From an optimization exercise on the open Yosys and OpenROAD flow, aimed at small area, a short achievable clock period and few clock cycles per item; shortcuts taken in it are not production practice. At most, simulation tests tie the RTL to the original design; equivalence was not proved.

## v6
==> module fh64_queue, before the edit <==
module fh64_queue (
    input  logic        clk,
    input  logic        rst_n,
    input  logic        load,         
    input  logic        in_valid,     
    input  logic [63:0] in_pre,
    input  logic [31:0] in_len,
    input  logic        in_first,
    input  logic        in_absorb,
    input  logic        in_last,
    input  logic        take,         
    output logic        valid,
    output logic [63:0] pre,
    output logic [31:0] msg_len,
    output logic        first,
    output logic        absorb,
    output logic        last
);
    always_ff @(posedge clk or negedge rst_n)
    begin
        if (!rst_n)
        begin
            valid <= 1'b0;
        end
        else if (load)
        begin
            valid <= in_valid;
        end
        else if (take)
        begin
            valid <= 1'b0;
        end
    end
    always_ff @(posedge clk)
    begin
        if (load)
        begin
            pre     <= in_pre;
            msg_len <= in_len;
            first   <= in_first;
            absorb  <= in_absorb;
            last    <= in_last;
        end
    end
endmodule
==> module fh64_back, before the edit <==
module fh64_back (
    input  logic        clk,
    input  logic        rst_n,
    input  logic        cfg_wr_en,
    input  logic [63:0] cfg_wr_data,
    input  logic        v1,
    input  logic [63:0] pre1,
    input  logic [31:0] len1,
    input  logic        f1,
    input  logic        a1,
    input  logic        l1,
    output logic        take1,
    output logic        ready,
    output logic        m_axis_tvalid,
    input  logic        m_axis_tready,
    output logic [63:0] m_axis_tdata
);
    logic        v2, f2, a2, l2, s2;
    logic [63:0] x2;
    logic [63:0] h;
    logic [63:0] seed;
    logic        pend;       
    logic        fin;        
    logic        out_v;
    logic [63:0] out_d;
    logic        fin_go, m_ok, len_op, m_done, abs_op, xs_op;
    logic [63:0] k_in, k_p, k_mix;
    logic [63:0] m_in, m_p;
    assign fin_go = fin && (!out_v || m_axis_tready);
    assign m_ok   = !fin || fin_go;
    assign len_op = v2 && f2 && m_ok;
    assign m_done = v2 && !f2 && m_ok;
    assign abs_op = m_done && a2;
    assign xs_op  = m_done && !a2 && pend;
    assign take1 = !fin && v1 && (!v2 || !f2);
    assign ready = (!v1 || take1) && !(take1 && f1) && !(v2 && f2 && fin && out_v);
    assign k_in  = fin ? fh64_pkg::mix_pre(h) : pre1;
    fh64_mul_k u_mul_k (
        .a (k_in),
        .p (k_p)
    );
    assign k_mix = fh64_pkg::mix_post(k_p);
    assign m_in = (v2 && f2) ? {32'b0, len1} : (h ^ (x2 ^ (s2 ? seed : 64'b0)));
    fh64_mul_m u_mul_m (
        .a (m_in),
        .p (m_p)
    );
    assign m_axis_tvalid = out_v;
    assign m_axis_tdata  = out_d;
    always_ff @(posedge clk or negedge rst_n)
    begin
        if (!rst_n)
        begin
            v2    <= 1'b0;
            f2    <= 1'b0;
            h     <= '0;
            seed  <= fh64_pkg::SEED_RESET;
            pend  <= 1'b0;
            fin   <= 1'b0;
            out_v <= 1'b0;
        end
        else
        begin
            if (take1)
            begin
                v2 <= 1'b1;
                f2 <= f1;
            end
            else if (m_done)
            begin
                v2 <= 1'b0;
            end
            else if (len_op)
            begin
                f2 <= 1'b0;
            end
            if (len_op || abs_op)
            begin
                h <= m_p;
            end
            else if (xs_op)
            begin
                h <= m_in;
            end
            if (len_op)
            begin
                pend <= 1'b1;
            end
            else if (m_done)
            begin
                pend <= 1'b0;
            end
            fin   <= (fin && !fin_go) || (m_done && l2);
            out_v <= fin_go || (out_v && !m_axis_tready);
            if (cfg_wr_en)
            begin
                seed <= cfg_wr_data;
            end
        end
    end
    always_ff @(posedge clk)
    begin
        if (take1)
        begin
            x2 <= k_mix;
            s2 <= f1;
            a2 <= a1;
            l2 <= l1;
        end
        if (fin_go)
        begin
            out_d <= k_mix;
        end
    end
endmodule
==> module fasthash64_stream, before the edit <==
module fasthash64_stream (
    input  logic                         clk,
    input  logic                         rst_n,
    input  logic                         cfg_wr_en,
    input  logic [63:0]                  cfg_wr_data,
    input  logic                         s_axis_tvalid,
    output logic                         s_axis_tready,
    input  logic [fh64_pkg::TDATA_W-1:0] s_axis_tdata,
    input  logic                         s_axis_tuser,
    input  logic                         s_axis_tlast,
    output logic                         m_axis_tvalid,
    input  logic                         m_axis_tready,
    output logic [63:0]                  m_axis_tdata
);
    logic [63:0] in_pre;
    logic [31:0] in_len;
    logic        in_absorb;
    logic        v1, f1, a1, l1, take1;
    logic [63:0] pre1;
    logic [31:0] len1;
    fh64_front u_front (
        .s_axis_tdata (s_axis_tdata),
        .pre          (in_pre),
        .msg_len      (in_len),
        .absorb       (in_absorb)
    );
    fh64_queue u_queue (
        .clk       (clk),
        .rst_n     (rst_n),
        .load      (s_axis_tready),
        .in_valid  (s_axis_tvalid),
        .in_pre    (in_pre),
        .in_len    (in_len),
        .in_first  (s_axis_tuser),
        .in_absorb (in_absorb),
        .in_last   (s_axis_tlast),
        .take      (take1),
        .valid     (v1),
        .pre       (pre1),
        .msg_len   (len1),
        .first     (f1),
        .absorb    (a1),
        .last      (l1)
    );
    fh64_back u_back (
        .clk           (clk),
        .rst_n         (rst_n),
        .cfg_wr_en     (cfg_wr_en),
        .cfg_wr_data   (cfg_wr_data),
        .v1            (v1),
        .pre1          (pre1),
        .len1          (len1),
        .f1            (f1),
        .a1            (a1),
        .l1            (l1),
        .take1         (take1),
        .ready         (s_axis_tready),
        .m_axis_tvalid (m_axis_tvalid),
        .m_axis_tready (m_axis_tready),
        .m_axis_tdata  (m_axis_tdata)
    );
endmodule
clock: 11.0 ns
lec_check: 0
cap_margin: 20
core_margin: 2
core_utilization: 40
setup_slack_margin: 3.0
slew_margin: 20
standard.sh (not shown) runs the stock make flow with config.mk's settings and CLKGATE_MAP_FILE= SYNTH_SCRIPT=/design/flow/synth_recipe.tcl, a recipe that flattens the netlist after the stock synthesis.
==> flow/flow/run.sh <==
#!/bin/bash
# Standard flow, with one netlist clean-up between synthesis and floorplan:
# netfix2.py chooses the polarity of each full adder so that the adder
# trees need far fewer inverters (a full adder is self-dual). Registers and
# all other cells are left as synthesis made them.
set -euo pipefail
R=orfs/results/sky130hd/fasthash64_stream/base
bash standard.sh synth > synth.log 2>&1
cp $R/1_2_yosys.v yosys_standard.v
python3 flow/netfix2.py yosys_standard.v $R/1_2_yosys.v > netfix.log 2>&1
rm -f $R/1_synth.odb $R/1_synth.sdc
bash standard.sh > layout.log 2>&1
Other scripts of this flow, unchanged in this note and not shown: flow/flow/netfix2.py
Testbench counts of v6, summed over its fixed seeds: cycles 7,851, words 6,859.
Input changes introduced in v7 (baseline for comparison: v6):
--- a/flow/design.v
+++ b/flow/design.v
@@ -49,6 +49,8 @@
     input  logic        in_first,
     input  logic        in_absorb,
     input  logic        in_last,
+    input  logic        load_fin,     
+    input  logic [63:0] fin_pre,
     input  logic        take,         
     output logic        valid,
     output logic [63:0] pre,
@@ -74,9 +76,16 @@
     end
     always_ff @(posedge clk)
     begin
+        if (load_fin)
+        begin
+            pre <= fin_pre;
+        end
+        else if (load)
+        begin
+            pre <= in_pre;
+        end
         if (load)
         begin
-            pre     <= in_pre;
             msg_len <= in_len;
             first   <= in_first;
             absorb  <= in_absorb;
@@ -2689,6 +2698,8 @@
     input  logic        l1,
     output logic        take1,
     output logic        ready,
+    output logic        load_fin,
+    output logic [63:0] fin_pre,
     output logic        m_axis_tvalid,
     input  logic        m_axis_tready,
     output logic [63:0] m_axis_tdata
@@ -2704,6 +2715,7 @@
     logic        fin_go, m_ok, len_op, m_done, abs_op, xs_op;
     logic [63:0] k_in, k_p, k_mix;
     logic [63:0] m_in, m_p;
+    logic [63:0] h_next;
     assign fin_go = fin && (!out_v || m_axis_tready);
     assign m_ok   = !fin || fin_go;
     assign len_op = v2 && f2 && m_ok;
@@ -2711,8 +2723,11 @@
     assign abs_op = m_done && a2;
     assign xs_op  = m_done && !a2 && pend;
     assign take1 = !fin && v1 && (!v2 || !f2);
-    assign ready = (!v1 || take1) && !(take1 && f1) && !(v2 && f2 && fin && out_v);
-    assign k_in  = fin ? fh64_pkg::mix_pre(h) : pre1;
+    assign ready = (!v1 || take1) && !(take1 && f1) && !(fin && out_v) && !(v2 && !f2 && l2);
+    assign load_fin = m_done && l2;
+    assign h_next   = abs_op ? m_p : (xs_op ? m_in : h);
+    assign fin_pre  = fh64_pkg::mix_pre(h_next);
+    assign k_in  = pre1;
     fh64_mul_k u_mul_k (
         .a (k_in),
         .p (k_p)
@@ -2809,6 +2824,8 @@
     logic [31:0] in_len;
     logic        in_absorb;
     logic        v1, f1, a1, l1, take1;
+    logic        load_fin;
+    logic [63:0] fin_pre;
     logic [63:0] pre1;
     logic [31:0] len1;
     fh64_front u_front (
@@ -2827,6 +2844,8 @@
         .in_first  (s_axis_tuser),
         .in_absorb (in_absorb),
         .in_last   (s_axis_tlast),
+        .load_fin  (load_fin),
+        .fin_pre   (fin_pre),
         .take      (take1),
         .valid     (v1),
         .pre       (pre1),
@@ -2848,6 +2867,8 @@
         .l1            (l1),
         .take1         (take1),
         .ready         (s_axis_tready),
+        .load_fin      (load_fin),
+        .fin_pre       (fin_pre),
         .m_axis_tvalid (m_axis_tvalid),
         .m_axis_tready (m_axis_tready),
         .m_axis_tdata  (m_axis_tdata)
No stage failed in v7, and the final checks on the layout all came back clean. v6 reached the final stage; the timing, design-rule and antenna checks on its layout passed. In the metrics for v6 and v7, the one carrying the higher number of antenna violations at the first check in global routing is v6. Compared to v6, v7 was floorplanned on a smaller die. Compared with v6, v7 shows via count that has gone down by a few percent. Delta (v7 minus v6): area of all placed cells without fillers held, setup slack went down 0.12 ns. Diff v6 -> v7 | total global routing track utilization | decrease of 1.1 points. Compared with v6, in v7 number of inverters outside the clock class in the layout fell 20%; layout overhead on the synthesized area climbed 2.4 points.
Only the layout flow was run in v7; the RTL was not checked for function there.

========
before:
fasthash64_stream, a different RTL version from the one above (not shown whole).
Size: ~240 I/O pins, ~49,000 um2 of cells after synthesis.
==> module fh64_back, before the edit <==
module fh64_back (
    input  logic        clk,
    input  logic        rst_n,
    input  logic        cfg_wr_en,
    input  logic [63:0] cfg_wr_data,
    input  logic        v1,
    input  logic [63:0] pre1,
    input  logic [31:0] len1,
    input  logic        f1,
    input  logic        a1,
    input  logic        l1,
    output logic        take1,
    output logic        ready,
    output logic        load_fin,
    output logic [63:0] fin_pre,
    output logic        m_axis_tvalid,
    input  logic        m_axis_tready,
    output logic [63:0] m_axis_tdata
);
    logic        v2, a2, l2;
    logic        lensel;     
    logic [63:0] a;
    logic [63:0] seed;
    logic        fin;        
    logic        out_v;
    logic [63:0] out_d;
    logic        fin_go, m_ok, len_op, m_done, abs_op, first_in;
    logic        sel_p, sel_a;
    logic [63:0] k_p, k_mix, x_in;
    logic [63:0] m_in, m_p;
    assign fin_go = fin && (!out_v || m_axis_tready);
    assign m_ok   = !fin || fin_go;
    assign len_op = lensel && m_ok;
    assign m_done = v2 && !lensel && m_ok;
    assign abs_op = m_done && a2;
    assign take1    = !fin && v1 && !lensel;
    assign first_in = take1 && f1;
    assign ready = (!v1 || take1) && !first_in && !(fin && out_v) && !(v2 && !lensel && l2);
    assign load_fin = m_done && l2;
    assign fin_pre  = fh64_pkg::mix_pre(abs_op ? m_p : a);
    fh64_mul_k u_mul_k (
        .a (pre1),
        .p (k_p)
    );
    assign k_mix = fh64_pkg::mix_post(k_p);
    assign x_in  = k_mix ^ (f1 ? seed : 64'b0);
    assign m_in = lensel ? {32'b0, len1} : a;
    fh64_mul_m u_mul_m (
        .a (m_in),
        .p (m_p)
    );
    assign sel_p = len_op || (abs_op && !first_in);
    assign sel_a = len_op || (!abs_op && !first_in);
    assign m_axis_tvalid = out_v;
    assign m_axis_tdata  = out_d;
    always_ff @(posedge clk or negedge rst_n)
    begin
        if (!rst_n)
        begin
            v2     <= 1'b0;
            lensel <= 1'b0;
            a      <= '0;
            seed   <= fh64_pkg::SEED_RESET;
            fin    <= 1'b0;
            out_v  <= 1'b0;
        end
        else
        begin
            if (take1)
            begin
                v2     <= 1'b1;
                lensel <= f1;
            end
            else if (m_done)
            begin
                v2     <= 1'b0;
            end
            else if (len_op)
            begin
                lensel <= 1'b0;
            end
            a <= (sel_p ? m_p : 64'b0) ^ (sel_a ? a : 64'b0) ^ (take1 ? x_in : 64'b0);
            fin   <= (fin && !fin_go) || (m_done && l2);
            out_v <= fin_go || (out_v && !m_axis_tready);
            if (cfg_wr_en)
            begin
                seed <= cfg_wr_data;
            end
        end
    end
    always_ff @(posedge clk)
    begin
        if (take1)
        begin
            a2 <= a1;
            l2 <= l1;
        end
        if (fin_go)
        begin
            out_d <= k_mix;
        end
    end
endmodule
clock: 11.0 ns
lec_check: 0
cap_margin: 20
core_margin: 2
core_utilization: 55
place_density: 0.7
setup_slack_margin: 3.0
slew_margin: 20
==> flow/flow/run.sh <==
#!/bin/bash
# Standard flow, with one netlist clean-up between synthesis and floorplan:
# netfix2.py chooses the polarity of each full adder so that the adder
# trees need far fewer inverters (a full adder is self-dual). Registers and
# all other cells are left as synthesis made them. Port buffers use the
# smallest buffer cell.
set -euo pipefail
# Port buffers: the smallest buffer cell (placement's repair resizes any
# that need more drive).
export BUFFER_PORTS_ARGS="-buffer_cell sky130_fd_sc_hd__buf_1"
R=orfs/results/sky130hd/fasthash64_stream/base
bash standard.sh synth > synth.log 2>&1
cp $R/1_2_yosys.v yosys_standard.v
python3 flow/netfix2.py yosys_standard.v $R/1_2_yosys.v > netfix.log 2>&1
rm -f $R/1_synth.odb $R/1_synth.sdc
bash standard.sh > layout.log 2>&1
Other scripts of this flow, unchanged in this note and not shown: flow/flow/netfix2.py
Testbench counts of before, summed over its fixed seeds: cycles 7,851, words 6,859.
The inputs of after differ from those of before as listed below.
diff --git a/flow/design.v b/flow/design.v
--- a/flow/design.v
+++ b/flow/design.v
@@ -2730,7 +2730,7 @@
         .p (k_p)
     );
     assign k_mix = fh64_pkg::mix_post(k_p);
-    assign x_in  = k_mix ^ (f1 ? seed : 64'b0);
+    assign x_in  = k_mix;
     assign m_in = lensel ? {32'b0, len1} : a;
     fh64_mul_m u_mul_m (
         .a (m_in),
@@ -2766,7 +2766,8 @@
             begin
                 lensel <= 1'b0;
             end
-            a <= (sel_p ? m_p : 64'b0) ^ (sel_a ? a : 64'b0) ^ (take1 ? x_in : 64'b0);
+            a <= (sel_p ? m_p : 64'b0) ^ (sel_a ? a : 64'b0) ^ (take1 ? x_in : 64'b0)
+                 ^ (len_op ? seed : 64'b0);
             fin   <= (fin && !fin_go) || (m_done && l2);
             out_v <= fin_go || (out_v && !m_axis_tready);
             if (cfg_wr_en)
--- outcome ---
- Comparing the two runs side by side, after comes out ahead of before on mapped cell area.
- before vs after, critical path capture point: u_back.a[62]$_DFF_PN0_ vs u_back.a[12]$_DFF_PN0_
- Re required time of the critical path: after is 40 ps up on before.
- Compared with before, after shows a initial core utilization that is 0.23 points lower.
- after does better than before on wire length of the first global-routing pass.
- Area of all placed cells without fillers: after vs before — no meaningful difference
Function not checked in after: the RTL went through the layout flow alone.

## re-timing with driven ports
No port has a modelled driver above. Below, the same layouts with a new extraction and two added sets of constraints. Step 1, drivers: a clkbuf_16 drives clk and a buf_2 each remaining input, both assumed. Step 2 also shifts input and output timing later by t, the mid clock arrival at the registers, as if the neighbouring blocks saw the same clock. a / b / c = no drivers / after step 1 / after step 2; a / b = the first two.
| run | t (ns) | setup WS [ns] | hold WS [ns] | worst setup path after step 2 |
|---|---|---|---|---|
| v6 | 0.713 | 3.099 / 3.099 / 3.099 | 0.417 / 0.417 / 0.417 | register to register |
| v7 | 0.661 | 2.983 / 2.983 / 2.983 | 0.425 / 0.425 / 0.425 | register to register |
| before | 0.623 | 3.136 / 3.136 / 3.136 | 0.412 / 0.412 / 0.412 | register to register |
| after | 0.639 | 3.009 / 3.009 / 3.009 | 0.424 / 0.424 / 0.424 | register to register |
After both steps every run listed still meets setup and hold.
